This design comes from an exercise in tuning for small area, a short achievable clock period and few clock cycles per item on the open sky130 flow, not from production work.
Only simulation tests tie the RTL to the original design; equivalence was not proved.
Power is estimated from default activity; no workload was simulated.

==> flow/design.v <==
package ldpc_pkg;
  typedef logic signed [8-1:0] llr_t;            
  typedef logic [3-1:0] row_t;                   
  typedef logic [4-1:0] lane_mask_t;                 
  typedef logic [4*8-1:0] llr_vec_t;       
  typedef enum logic [2:0] {
    INIT,
    LYR0,
    LYR0_WAIT,
    LYR1,
    LYR1_WAIT
  } sched_state_t;
  typedef struct packed {
    row_t       row;   
    logic       lyr;   
    lane_mask_t en;    
  } rcu_ctl_t;
endpackage
`timescale 1ns/1ns
module wb_host_if (
  input  logic                         clk,
  input  logic                         rst,
  input  logic                         cyc,
  input  logic                         stb,
  input  logic                         we,
  input  logic [7:0]                   adr,
  input  logic [31:0]                  dat_w,
  output logic [31:0]                  dat_r,
  output logic                         ack,
  input  logic                         ready,
  input  ldpc_pkg::llr_t               host_rdata,
  output logic                         host_we,
  output ldpc_pkg::row_t               host_row,
  output logic [$clog2(4)-1:0]   host_lane,
  output ldpc_pkg::llr_t               host_wdata,
  output logic                         loaden,
  output logic                         start
);
  localparam int W = 8;
  localparam int LANE_W = $clog2(4);
  logic req;       
  logic in_win;    
  logic sel_llr;   
  logic sel_stat;
  assign req        = cyc & stb & ~ack;
  assign in_win     = adr < 8'(5 * 4);
  assign host_row   = ldpc_pkg::row_t'(adr / 4);   
  assign host_lane  = LANE_W'(adr % 4);
  assign host_wdata = dat_w[W-1:0];
  assign host_we    = req & we & in_win;
  always_ff @(posedge clk) begin
    if (rst) begin
      ack      <= 1'b0;
      loaden   <= 1'b0;
      start    <= 1'b0;
      sel_llr  <= 1'b0;
      sel_stat <= 1'b0;
    end else begin
      ack      <= req;
      loaden   <= host_we;   
      start    <= req & we & (adr == 8'h40) & dat_w[0];
      sel_llr  <= req & ~we & in_win;
      sel_stat <= req & ~we & (adr == 8'h41);
    end
  end
  always_comb begin
    if (sel_llr)
      dat_r = {{(32-W){host_rdata[W-1]}}, host_rdata};   
    else if (sel_stat)
      dat_r = {31'b0, ready};
    else
      dat_r = '0;   
  end
endmodule
`timescale 1ns/1ns
module layer_sched (
  input  logic                   clk,
  input  logic                   rst,
  input  logic                   start,
  input  logic                   loaden,
  output logic                   ready,
  output logic                   rd_l,
  output ldpc_pkg::row_t         row,
  output logic                   lyr,
  output ldpc_pkg::lane_mask_t   rd_e,
  output ldpc_pkg::lane_mask_t   lane_en
);
  localparam int PCNT_W = $clog2(4);
  localparam ldpc_pkg::row_t LAST_ROW = ldpc_pkg::row_t'(5 - 1);
  localparam ldpc_pkg::lane_mask_t LAST_MASK =
    ldpc_pkg::lane_mask_t'((1 << 2) - 1);
  ldpc_pkg::sched_state_t  state;
  logic [PCNT_W-1:0]       pcnt;      
  logic [2-1:0]  itr;       
  always_comb begin
    if (!rd_l)
      lane_en = '0;
    else if (row == LAST_ROW)
      lane_en = LAST_MASK;
    else
      lane_en = '1;
  end
  assign rd_e = (itr == '0) ? '0 : lane_en;
  always_ff @(posedge clk) begin
    if (rst || loaden) begin   
      state <= ldpc_pkg::INIT;
      ready <= 1'b0;
      rd_l  <= 1'b0;
      itr   <= '0;
      lyr   <= 1'b0;
      pcnt  <= '0;
      row   <= '0;
    end else begin
      case (state)
        ldpc_pkg::INIT: begin
          if (start) begin
            state <= ldpc_pkg::LYR0;
            ready <= 1'b0;
            rd_l  <= 1'b1;   
            itr   <= '0;
            lyr   <= 1'b0;
            pcnt  <= '0;
            row   <= '0;
          end
        end
        ldpc_pkg::LYR0, ldpc_pkg::LYR1: begin
          if (row < LAST_ROW) begin
            row <= row + 1'b1;
          end else begin
            rd_l  <= 1'b0;   
            pcnt  <= '0;
            state <= (state == ldpc_pkg::LYR0) ? ldpc_pkg::LYR0_WAIT : ldpc_pkg::LYR1_WAIT;
          end
        end
        ldpc_pkg::LYR0_WAIT: begin
          if (pcnt < PCNT_W'(4 - 1)) begin
            pcnt <= pcnt + 1'b1;
          end else begin
            state <= ldpc_pkg::LYR1;
            lyr   <= 1'b1;
            rd_l  <= 1'b1;
            row   <= '0;
          end
        end
        ldpc_pkg::LYR1_WAIT: begin
          if (pcnt < PCNT_W'(4 - 1)) begin
            pcnt <= pcnt + 1'b1;
          end else begin
            lyr <= 1'b0;
            row <= '0;
            if (itr < 2'(3 - 1)) begin
              itr   <= itr + 1'b1;   
              state <= ldpc_pkg::LYR0;
              rd_l  <= 1'b1;
            end else begin
              state <= ldpc_pkg::INIT;
              ready <= 1'b1;         
            end
          end
        end
        default: state <= ldpc_pkg::INIT;
      endcase
    end
  end
endmodule
`timescale 1ns/1ns
module llr_mem (
  input  logic                             clk,
  input  logic                             host_we,
  input  ldpc_pkg::row_t                   host_row,
  input  logic [$clog2(4)-1:0]       host_lane,
  input  ldpc_pkg::llr_t                   host_wdata,
  output ldpc_pkg::llr_t                   host_rdata,
  input  logic                             rd,
  input  ldpc_pkg::row_t                   rd_row,
  output ldpc_pkg::llr_vec_t               rd_data,
  input  ldpc_pkg::rcu_ctl_t               wr_ctl,
  input  ldpc_pkg::llr_vec_t               wr_data
);
  localparam int W = 8;
  ldpc_pkg::llr_vec_t mem [5];
  always_ff @(posedge clk) begin
    for (int i = 0; i < 4; i++) begin
      if (wr_ctl.en[i])
        mem[wr_ctl.row][i*W +: W] <= wr_data[i*W +: W];
    end
    if (host_we)
      mem[host_row][host_lane*W +: W] <= host_wdata;
    if (rd)
      rd_data <= mem[rd_row];   
    host_rdata <= mem[host_row][host_lane*W +: W];
  end
endmodule
`timescale 1ns/1ns
module ext_mem (
  input  logic                   clk,
  input  ldpc_pkg::row_t         rd_row,
  input  logic                   rd_lyr,
  input  ldpc_pkg::lane_mask_t   rd_en,
  output ldpc_pkg::llr_vec_t     rd_data,
  input  ldpc_pkg::rcu_ctl_t     wr_ctl,
  input  ldpc_pkg::llr_vec_t     wr_data
);
  localparam int W = 8;
  ldpc_pkg::llr_vec_t mem [2*5];   
  always_ff @(posedge clk) begin
    for (int i = 0; i < 4; i++) begin
      rd_data[i*W +: W] <= rd_en[i] ? mem[rd_lyr*5 + rd_row][i*W +: W] : '0;
      if (wr_ctl.en[i])
        mem[wr_ctl.lyr*5 + wr_ctl.row][i*W +: W] <= wr_data[i*W +: W];
    end
  end
endmodule
`timescale 1ns/1ns
module rcu_pipe (
  input  logic                 clk,
  input  logic                 rst,
  input  ldpc_pkg::llr_vec_t   l_in,
  input  ldpc_pkg::llr_vec_t   e_in,
  input  ldpc_pkg::rcu_ctl_t   ctl_in,
  output ldpc_pkg::llr_vec_t   l_out,
  output ldpc_pkg::llr_vec_t   e_out,
  output ldpc_pkg::rcu_ctl_t   wb_ctl
);
  localparam int W = 8;
  localparam logic signed [W:0] MAXV = (1 <<< (W - 1)) - 1;   
  localparam logic signed [W:0] MINV = -(1 <<< (W - 1));      
  ldpc_pkg::rcu_ctl_t ctl_s1;
  function automatic logic signed [W-1:0] sat(input logic signed [W:0] x);
    if (x > MAXV)
      sat = {1'b0, {(W-1){1'b1}}};   
    else if (x < MINV)
      sat = {1'b1, {(W-1){1'b0}}};   
    else
      sat = x[W-1:0];
  endfunction
  for (genvar i = 0; i < 4; i++) begin : g_lane
    ldpc_pkg::llr_t    l_old, e_old, d_q, e_new, e_q, l_q;
    logic signed [W:0] diff, sum;
    assign l_old = l_in[i*W +: W];
    assign e_old = e_in[i*W +: W];
    assign diff  = l_old - e_old;      
    assign e_new = d_q >>> 1;          
    assign sum   = d_q + e_new;
    always_ff @(posedge clk) begin
      d_q <= sat(diff);   
      e_q <= e_new;       
      l_q <= sat(sum);
    end
    assign l_out[i*W +: W] = l_q;
    assign e_out[i*W +: W] = e_q;
  end
  always_ff @(posedge clk) begin
    if (rst) begin
      ctl_s1 <= '0;
      wb_ctl <= '0;
    end else begin
      ctl_s1 <= ctl_in;
      wb_ctl <= ctl_s1;
    end
  end
endmodule
`timescale 1ns/1ns
module ldpc_dec_top (
  input  logic         clk,
  input  logic         rst,
  input  logic         cyc,
  input  logic         stb,
  input  logic         we,
  input  logic [7:0]   adr,
  input  logic [31:0]  dat_w,
  output logic [31:0]  dat_r,
  output logic         ack
);
  logic                          ready, loaden, start, host_we;
  ldpc_pkg::row_t                host_row;
  logic [$clog2(4)-1:0]    host_lane;
  ldpc_pkg::llr_t                host_wdata, host_rdata;
  logic                          rd_l, lyr;
  ldpc_pkg::row_t                row;
  ldpc_pkg::lane_mask_t          rd_e, lane_en;
  ldpc_pkg::llr_vec_t            l_rd, e_rd, l_wb, e_wb;
  ldpc_pkg::rcu_ctl_t            ctl_q, wb_ctl;
  wb_host_if u_host (
    .clk(clk), .rst(rst), .cyc(cyc), .stb(stb), .we(we), .adr(adr),
    .dat_w(dat_w), .dat_r(dat_r), .ack(ack), .ready(ready),
    .host_rdata(host_rdata), .host_we(host_we), .host_row(host_row),
    .host_lane(host_lane), .host_wdata(host_wdata), .loaden(loaden), .start(start)
  );
  layer_sched u_sched (
    .clk(clk), .rst(rst), .start(start), .loaden(loaden), .ready(ready),
    .rd_l(rd_l), .row(row), .lyr(lyr), .rd_e(rd_e), .lane_en(lane_en)
  );
  llr_mem u_lmem (
    .clk(clk), .host_we(host_we), .host_row(host_row), .host_lane(host_lane),
    .host_wdata(host_wdata), .host_rdata(host_rdata), .rd(rd_l), .rd_row(row),
    .rd_data(l_rd), .wr_ctl(wb_ctl), .wr_data(l_wb)
  );
  ext_mem u_emem (
    .clk(clk), .rd_row(row), .rd_lyr(lyr), .rd_en(rd_e), .rd_data(e_rd),
    .wr_ctl(wb_ctl), .wr_data(e_wb)
  );
  always_ff @(posedge clk) begin
    if (rst)
      ctl_q <= '0;
    else
      ctl_q <= {row, lyr, lane_en};   
  end
  rcu_pipe u_rcu (
    .clk(clk), .rst(rst), .l_in(l_rd), .e_in(e_rd), .ctl_in(ctl_q),
    .l_out(l_wb), .e_out(e_wb), .wb_ctl(wb_ctl)
  );
endmodule
==> flow/run.sh <==
#!/bin/bash
# synth_recipe.tcl (not shown) runs the flow's synth.tcl, then flattens the netlist and writes it again
# the make line also repeats each setting of config.mk as NAME=value (left out here)
make -C /OpenROAD-flow-scripts/flow DESIGN_CONFIG=/design/flow/config.mk WORK_HOME=/design/flow/orfs CLKGATE_MAP_FILE= SYNTH_SCRIPT=/design/flow/synth_recipe.tcl finish
==> flow/config.mk <==
export PLATFORM = sky130hd
export DESIGN_NAME = ldpc_dec_top
export DESIGN_NICKNAME = ldpc_dec_top
export VERILOG_FILES = /design/flow/design.v
export SDC_FILE = /design/flow/constraint.sdc
export NUM_CORES = 4
export LEC_CHECK = 0
export CAP_MARGIN = 20
export CORE_MARGIN = 2
export CORE_UTILIZATION = 40
export SLEW_MARGIN = 20
==> flow/constraint.sdc <==
create_clock -name core_clock -period 4.0 [get_ports {clk}]
set_input_delay 0.8000 -clock core_clock [delete_from_list [all_inputs] [get_ports {clk}]]
set_output_delay 0.8000 -clock core_clock [all_outputs]
set_load 0.01 [all_outputs]
==> run summary <==
[routing by layer]
layer,part of all wire [%],wire [µm]
met2,48,33640
met5,0,0
met3,5.9,4138
met4,1.7,1161
met1,44,30880
[power groups by stage]
| stage | combinational, mW | sequential (mW) | clock, mW |
|---|---|---|---|
| after floorplan | 0.145 | 7.14 | 0 |
| after global placement | 0.242 | 7.14 | 0 |
| after detailed placement | 0.245 | 7.14 | 0 |
| after CTS | 0.246 | 7.00 | 6.47 |
| after global routing | 0.263 | 7.00 | 6.74 |
| final | 0.248 | 7.00 | 6.36 |
[synthesized netlist by cell type (6+ instances only)]
cell type / count
fa_1: 8
nor3_1: 17
and3_1: 7
xnor2_1: 26
o211ai_1: 12
buf_2: 13
a21o_1: 32
nor2b_1: 63
inv_1: 64
a21oi_1: 73
ha_1: 70
nand4_1: 8
nand3_1: 30
clkbuf_1: 76
mux4_2: 118
mux2i_1: 33
mux2_2: 124
xor2_1: 14
a22oi_1: 10
a221oi_1: 6
nor2_1: 65
dfxtp_1: 164
o21ai_0: 137
and2_1: 7
buf_1: 6
nand2b_1: 18
a211oi_1: 68
edfxtp_1: 472
nand2_1: 170
maj3_1: 21
o21a_1: 6
buf_4: 26
[area by class of cell]
| cell class | instances | area, µm² |
|---|---|---|
| sequential | 636 | 17460 |
| inverter | 64 | 240.2 |
| timing repair buffer | 125 | 1076 |
| antenna | 1 | 2.502 |
| multi-input combinational | 1215 | 10470 |
| clock buffer | 99 | 2054 |
| clock inverter | 25 | 247.7 |
| tap | 950 | 1189 |
| fill | 6165 | 38500 |
[cells by family after synthesis]
family / share of synthesized area [%]
flops: 60.86
simple gates: 7.211
compound gates: 8.219
mux: 15.32
buf+inv: 2.818
fa+ha+maj: 4.345
xor+xnor: 1.221
[flip-flops by register name (all words and copies together), names as in the netlist, 2 cells and up]
signal / cells
ctl_q: 6
u_emem.mem: 280
u_emem.rd_data: 28
u_lmem.host_rdata: 8
u_lmem.mem: 160
u_lmem.rd_data: 32
u_rcu.ctl_s1: 6
u_rcu.g_lane.d_q: 32
u_rcu.g_lane.e_q: 28
u_rcu.g_lane.l_q: 32
u_rcu.wb_ctl: 6
u_sched.itr: 2
u_sched.pcnt: 2
u_sched.row: 3
u_sched.state: 3
[stage by stage]
stage	hold WS, ps	instances	util (%)	cell area, µm²
floorplan	358.8	2036	-	28680
global placement	391.4	2990	42.72	30430
detailed placement	389.4	2990	42.72	30430
CTS	397.8	3114	45.95	32730
global route	400.4	3114	45.95	32730
finish	396.5	3115	45.95	32740
[worst max-delay path, stage by stage, from the launching register on]
cell and delay (ps):
dfxtp_1 510, and2_1 700, clkdlybuf4s50_1 680
[worst paths after layout]
| kind | slack, ps | endpoint | cells after the start |
|---|---|---|---|
| worst max-delay path | 700 | dat_r[16] | 2 |
| worst min-delay path | 400 | u_rcu.g_lane[2].e_q[4] | 0 |
| worst max register to register | 950 | u_rcu.g_lane[1].d_q[5] | 9 |
| worst min register to register | 400 | u_rcu.g_lane[2].e_q[4] | 0 |
==> results by group <==
Min path
  – Hold_sp: u_rcu.g_lane[2].d_q[5]
  – Hold Crit Class: register to register

Floorplanning
  – Starting density of the core: about two fifths
  – Die Span Y: about 270 µm
  – Die span in x: around 270 µm
  – Io pins: 78
  – DIE AREA: 73860 µm²
  – Placeable Area: approximately 70000 µm²
  – Core Rows: 98

Routing
  – Routed vias: ~17000
  – DRT antenna net count: 0
  – Via/cell ratio: 5.549
  – WL per Instance: around 22 µm
  – DRT iter0 DRCs: approximately 1600
  – Pre-Repair DR Iteration Count: 5
  – Drt drc: 0
  – Post-Route WL: roughly 70 mm

Power
  – Pwr Density: slightly above 400 nW/µm²
  – Psw: ~2.7 mW
  – Leakage power: 11.12 nW
  – Flop pwr share: about half
  – Int Pwr: between 10 and 15 mW
  – Tot Pwr: 13.61 mW
  – Clk network pwr share: 46.7%
  – Sw Ratio: around 20%
  – Comb pwr share: under 10%
  – Max VDD drop: about 0.32 mV

STA
  – Worst-margin pin slew: between 900 and 1000 ps
  – RSZ-0062 raised after global routing: no
  – Setup TNS: 0 ps
  – Layout Skew: approximately 24 ps
  – Setup ws final: roughly 700 ps
  – Max Transition Viols Final: 0
  – Max_slew headroom: 36.47%
  – Final Critical Period: between 3000 and 4000 ps
  – Final setup violation count: 0
  – Fmax: 302.7 MHz
  – Tcrit/Tclk final: 82.59%
  – Final Hold Viols: 0

Place
  – HPWL after DPL: 46.03 mm
  – Setup WS pre-CTS: around 500 ps
  – GP Congestion: between 0.8 and 0.9
  – Port bufs: between 50 and 60

Clock tree
  – Post-CTS setup buffers: 0
  – Worst skew pair latency: 610 ps
  – Worst-case clock buffer depth: 3
  – CTS Buf Count: 67
  – CTS tree: done
  – Hold buffers post-CTS: 0
  – Clk slew on worst S/H paths: around 60 ps
  – Clk root buf: clkbuf_16
  – Cts repair resizes: 0
  – # H-tree levels: 3
  – Clock sink total: around 640

Global route
  – Global routing usage on met2: about a third
  – Largest net degree at the start of global routing: 45
  – First-pass GRT wire length: between 100 and 150 mm
  – Gr ovfl total: 0
  – Tot GR Track Use: between 10% and 20%
  – Met1 Resource Use GR: about a quarter
  – Met3 Usage GRT: around 2.9%
  – Initial antenna violation count: 1
  – GR peak layer: met2
  – Number of global-route vias before repair: roughly 17000

Cells and area
  – Most frequent cells in the layout: 472 x edfxtp_1, 170 x nand2_1, 161 x dfxtp_1
  – Area Growth Syn to Fin: 14.13%
  – Most common cell after layout, fill and taps aside: edfxtp_1
  – Final #Nets: approximately 2200
  – Layout cell share with drive strength beyond 1: between 20% and 30%

Outcome
  – Outcome: complete, no violations

Logic synthesis
  – Synthesis warning total: 6
  – EDFF count, synth: approximately 470
  – Net Count, Synth: about 2200
  – Synth top area cells: edfxtp_1 49%, dfxtp_1 11%, mux4_2 9.3%
  – Unique masters post-synth: 64
  – Mapped Area: ~29000 µm²
  – Synthesized flop and latch total: roughly 640
  – Synth async-reset ratio: 0%
  – Syn Area/Cell: ~14 µm²
  – Main synth FF type: edfxtp_1
  – Syn Inst Count: roughly 2000
  – Area leader, netlist: edfxtp_1
  – Yosys top cell area share: roughly half
  – Seq/Total Area, Yosys: between 60% and 70%

Job
  – Max-cap violations: 0

Worst setup path
  – CP required: 3200 ps
  – Endpoint class of the critical path: output pin
  – Crit path arrival time: between 2000 and 3000 ps
  – Critical path class: register to output pin
  – Startpoint Class: register
  – Launch point of the worst reg-to-reg path: u_lmem.rd_data[8]
  – Critical path peak fanout: 25
  – Crit path launch: u_host.sel_llr
Testbench counts, summed over its fixed seeds: cycles 8,320, items 64.

separate check: timing with driven ports:
The flow's constraints put no driver on any port. The routed layout listed below was extracted and timed again, unchanged, in two steps.
Step 1, drivers: a clkbuf_16 drives clk and a buf_2 each remaining input, both assumed.
Step 2 times the ports against the registers' clock, not the clock port: input delays grow and output delays shrink by t, the midpoint of the rising clock arrivals with the driver on.
Slacks: no drivers / after step 1 / after step 2; pairs: no drivers / after step 1.
shift t [ns]: 0.663
setup WS [ns]: 0.696 / 0.630 / 0.526
worst setup path at the end: input to register
worst slew at a driven data input, ns: 0.09
pins driven straight from the clock port: 1
After both steps this run still meets setup and hold. For this run, drivers alone change the setup slack by -0.066 ns; drivers and shift together by -0.170 ns.
